Source: an optimization exercise on an open RTL-to-GDS flow (aim: small area and a short achievable clock period). Production flows keep margins and buffers that such runs may drop.
Only simulation tests tie the RTL to the original design; equivalence was not proved.
No activity file was given, so power comes from the tool's default toggle rates.

==> flow/design.v (excerpt) <==
module mcb_port_model #(
  parameter int MEM_AW         = 6,
  parameter int CMD_DEPTH      = 4,
  parameter int READ_LATENCY   = 4,
  parameter int REFRESH_CYCLES = 8
) (
  input  logic        clk,
  input  logic        rst,
  input  logic        cmd_en,
  input  logic [2:0]  cmd_instr,
  input  logic [5:0]  cmd_bl,
  input  logic [27:0] cmd_word_addr,
  output logic        cmd_empty,
  output logic        cmd_full,
  input  logic        wr_en,
  input  logic [3:0]  wr_mask,
  input  logic [31:0] wr_data,
  output logic        wr_full,
  output logic        wr_empty,
  output logic [6:0]  wr_count,
  output logic        wr_underrun,
  output logic        wr_error,
  input  logic        rd_en,
  output logic [31:0] rd_data,
  output logic        rd_full,
  output logic        rd_empty,
  output logic [6:0]  rd_count,
  output logic        rd_overflow,
  output logic        rd_error
);
Size: about 13000 cells after synthesis, about 240000 sq um of cells after synthesis.
export LEC_CHECK = 0
export CAP_MARGIN = 20
export CORE_MARGIN = 2
export CORE_UTILIZATION = 60
export CTS_CLUSTER_DIAMETER = 60
export CTS_CLUSTER_SIZE = 20
export SETUP_SLACK_MARGIN = 3.3
export SLEW_MARGIN = 20
create_clock -name core_clock -period 6.0 [get_ports {clk}]
run.sh (not shown) runs the stock make flow with config.mk's settings and CLKGATE_MAP_FILE= SYNTH_SCRIPT=/design/flow/synth_recipe.tcl, a recipe that flattens the netlist after the stock synthesis.
The starting point completed without violations.
Next try:
- CTS_CLUSTER_DIAMETER: 60 -> 70
- CTS_CLUSTER_SIZE: 20 -> 24
Effect: Critical path depth came out higher by 4. Die area is unchanged. Core utilization came out lower by 1.4 points. Final area decreases slightly. Register-to-register slack gets worse by 200 ps. Total power shrinks by a few percent. Synthesized area is unchanged. Wire length falls slightly. Worst hold slack improves by 8.8 ps. Global-route usage is lower by 0.19 points.


north:
mcb_port_model, a different RTL version from the one above (not shown whole).
For scale: roughly 6400 flip-flops, about 230000 sq um of cells after synthesis.
Design mcb_port_model, start of the top module:
module mcb_port_model #(
  parameter int MEM_AW         = 6,
  parameter int CMD_DEPTH      = 4,
  parameter int READ_LATENCY   = 4,
  parameter int REFRESH_CYCLES = 8
) (
  input  logic        clk,
  input  logic        rst,
  input  logic        cmd_en,
  input  logic [2:0]  cmd_instr,
  input  logic [5:0]  cmd_bl,
  input  logic [27:0] cmd_word_addr,
  output logic        cmd_empty,
  output logic        cmd_full,
  input  logic        wr_en,
  input  logic [3:0]  wr_mask,
  input  logic [31:0] wr_data,
  output logic        wr_full,
  output logic        wr_empty,
  output logic [6:0]  wr_count,
  output logic        wr_underrun,
  output logic        wr_error,
  input  logic        rd_en,
  output logic [31:0] rd_data,
  output logic        rd_full,
  output logic        rd_empty,
  output logic [6:0]  rd_count,
  output logic        rd_overflow,
  output logic        rd_error
);
==> flow/config.mk <==
export PLATFORM = sky130hd
export DESIGN_NAME = mcb_port_model
export DESIGN_NICKNAME = mcb_port_model
export VERILOG_FILES = /design/flow/design.v
export SDC_FILE = /design/flow/constraint.sdc
export NUM_CORES = 4
export LEC_CHECK = 0
export CAP_MARGIN = 20
export CORE_MARGIN = 2
export CORE_UTILIZATION = 40
export SLEW_MARGIN = 20
==> flow/constraint.sdc <==
create_clock -name core_clock -period 6.0 [get_ports {clk}]
set_input_delay 1.2000 -clock core_clock [delete_from_list [all_inputs] [get_ports {clk}]]
set_output_delay 1.2000 -clock core_clock [all_outputs]
set_load 0.01 [all_outputs]
What south does differently from north at the input level:
- swapping 40 for 65 in CORE_UTILIZATION
--- outcome ---
- south: power dissipated by switching net loads 3.4% below north
- When south is set beside north, its global-route usage turns out to be 20 points larger.
- Taking south over north, the floorplan row count ratio works out to 0.78.
- Delta (south minus north): final core area utilization increased 28 points; share of the final layout cell area in multi-input gates increased 0.26 points; power decreased 1.1%.
- In south, met1 routing resource usage after global routing is higher than in north.
- Compared with north, south instantiates a smaller number of cells.
- In the flow results for north and south, the path length in cells of the critical path is smaller on south.
- | sum of net half-perimeters after detailed placement | south vs north | better |

--- another note on this design; it stands on its own ---

## the baseline
## mcb_port_model
module mcb_port_model #(
  parameter int MEM_AW         = 6,
  parameter int CMD_DEPTH      = 4,
  parameter int READ_LATENCY   = 4,
  parameter int REFRESH_CYCLES = 8
) (
  input  logic        clk,
  input  logic        rst,
  input  logic        cmd_en,
  input  logic [2:0]  cmd_instr,
  input  logic [5:0]  cmd_bl,
  input  logic [27:0] cmd_word_addr,
  output logic        cmd_empty,
  output logic        cmd_full,
  input  logic        wr_en,
  input  logic [3:0]  wr_mask,
  input  logic [31:0] wr_data,
  output logic        wr_full,
  output logic        wr_empty,
  output logic [6:0]  wr_count,
  output logic        wr_underrun,
  output logic        wr_error,
  input  logic        rd_en,
  output logic [31:0] rd_data,
  output logic        rd_full,
  output logic        rd_empty,
  output logic [6:0]  rd_count,
  output logic        rd_overflow,
  output logic        rd_error
);
Size: ~6700 flip-flops, roughly 130 I/O pins, about 240000 µm² of cells after synthesis.
Settings: LEC_CHECK=0, CAP_MARGIN=20, CORE_MARGIN=2, CORE_UTILIZATION=60, SETUP_SLACK_MARGIN=3.2, SLEW_MARGIN=20; clock period 6.0 ns.
run.sh (not shown) runs the stock make flow with config.mk's settings and CLKGATE_MAP_FILE= SYNTH_SCRIPT=/design/flow/synth_recipe.tcl, a recipe that flattens the netlist after the stock synthesis.
diff inputs: the baseline => the candidate
Settings: setting CTS_CLUSTER_SIZE to 24 for the first time; setting CTS_CLUSTER_DIAMETER to 70 for the first time.
Findings:
The candidate vs the baseline — met2 layer wire length in the routed design climbed slightly
Delta(count of clock-buffer cells in the layout, the candidate - the baseline) < 0
Cmp the baseline and the candidate / fraction of area in clock buffers and inverters / lower: the candidate
Comparing the baseline and the candidate, the higher worst setup slack is on the candidate.

==> static timing again, ports no longer ideal <==
The results above use ideal ports. As a check the final layouts listed here were re-extracted and re-timed, cells and wires unchanged. Step 1 sets driving cells, clkbuf_16 on the clock port and buf_2 on the other inputs (assumed; they add their load-dependent delay and slew). Step 2 times the ports against the registers' clock, not the clock port: input delays grow and output delays shrink by t, the midpoint of the rising clock arrivals with the driver on. a / b / c = ideal / step 1 / step 2; a / b = the first two.
run	t, ns	setup slack, ns	worst register clock-pin slew, ns	worst data-port slew with drivers (ns)
the first run of note 1	1.196	2.945 / 2.820 / 2.227	0.09 / 0.09	0.06
the second run of note 1	1.135	2.915 / 2.878 / 2.327	0.10 / 0.10	0.06
north	1.254	1.244 / 1.244 / 0.983	0.07 / 0.07	0.79
south	1.232	0.745 / 0.745 / 0.745	0.07 / 0.07	0.31
the baseline	1.250	2.876 / 2.814 / 1.922	0.07 / 0.07	0.22
the candidate	1.175	2.903 / 2.863 / 2.078	0.10 / 0.10	0.20
After both steps setup and hold are still met in every run listed. The setup slack of the baseline, which loses most, moves by -0.062 ns with the drivers and by -0.954 ns with both steps.
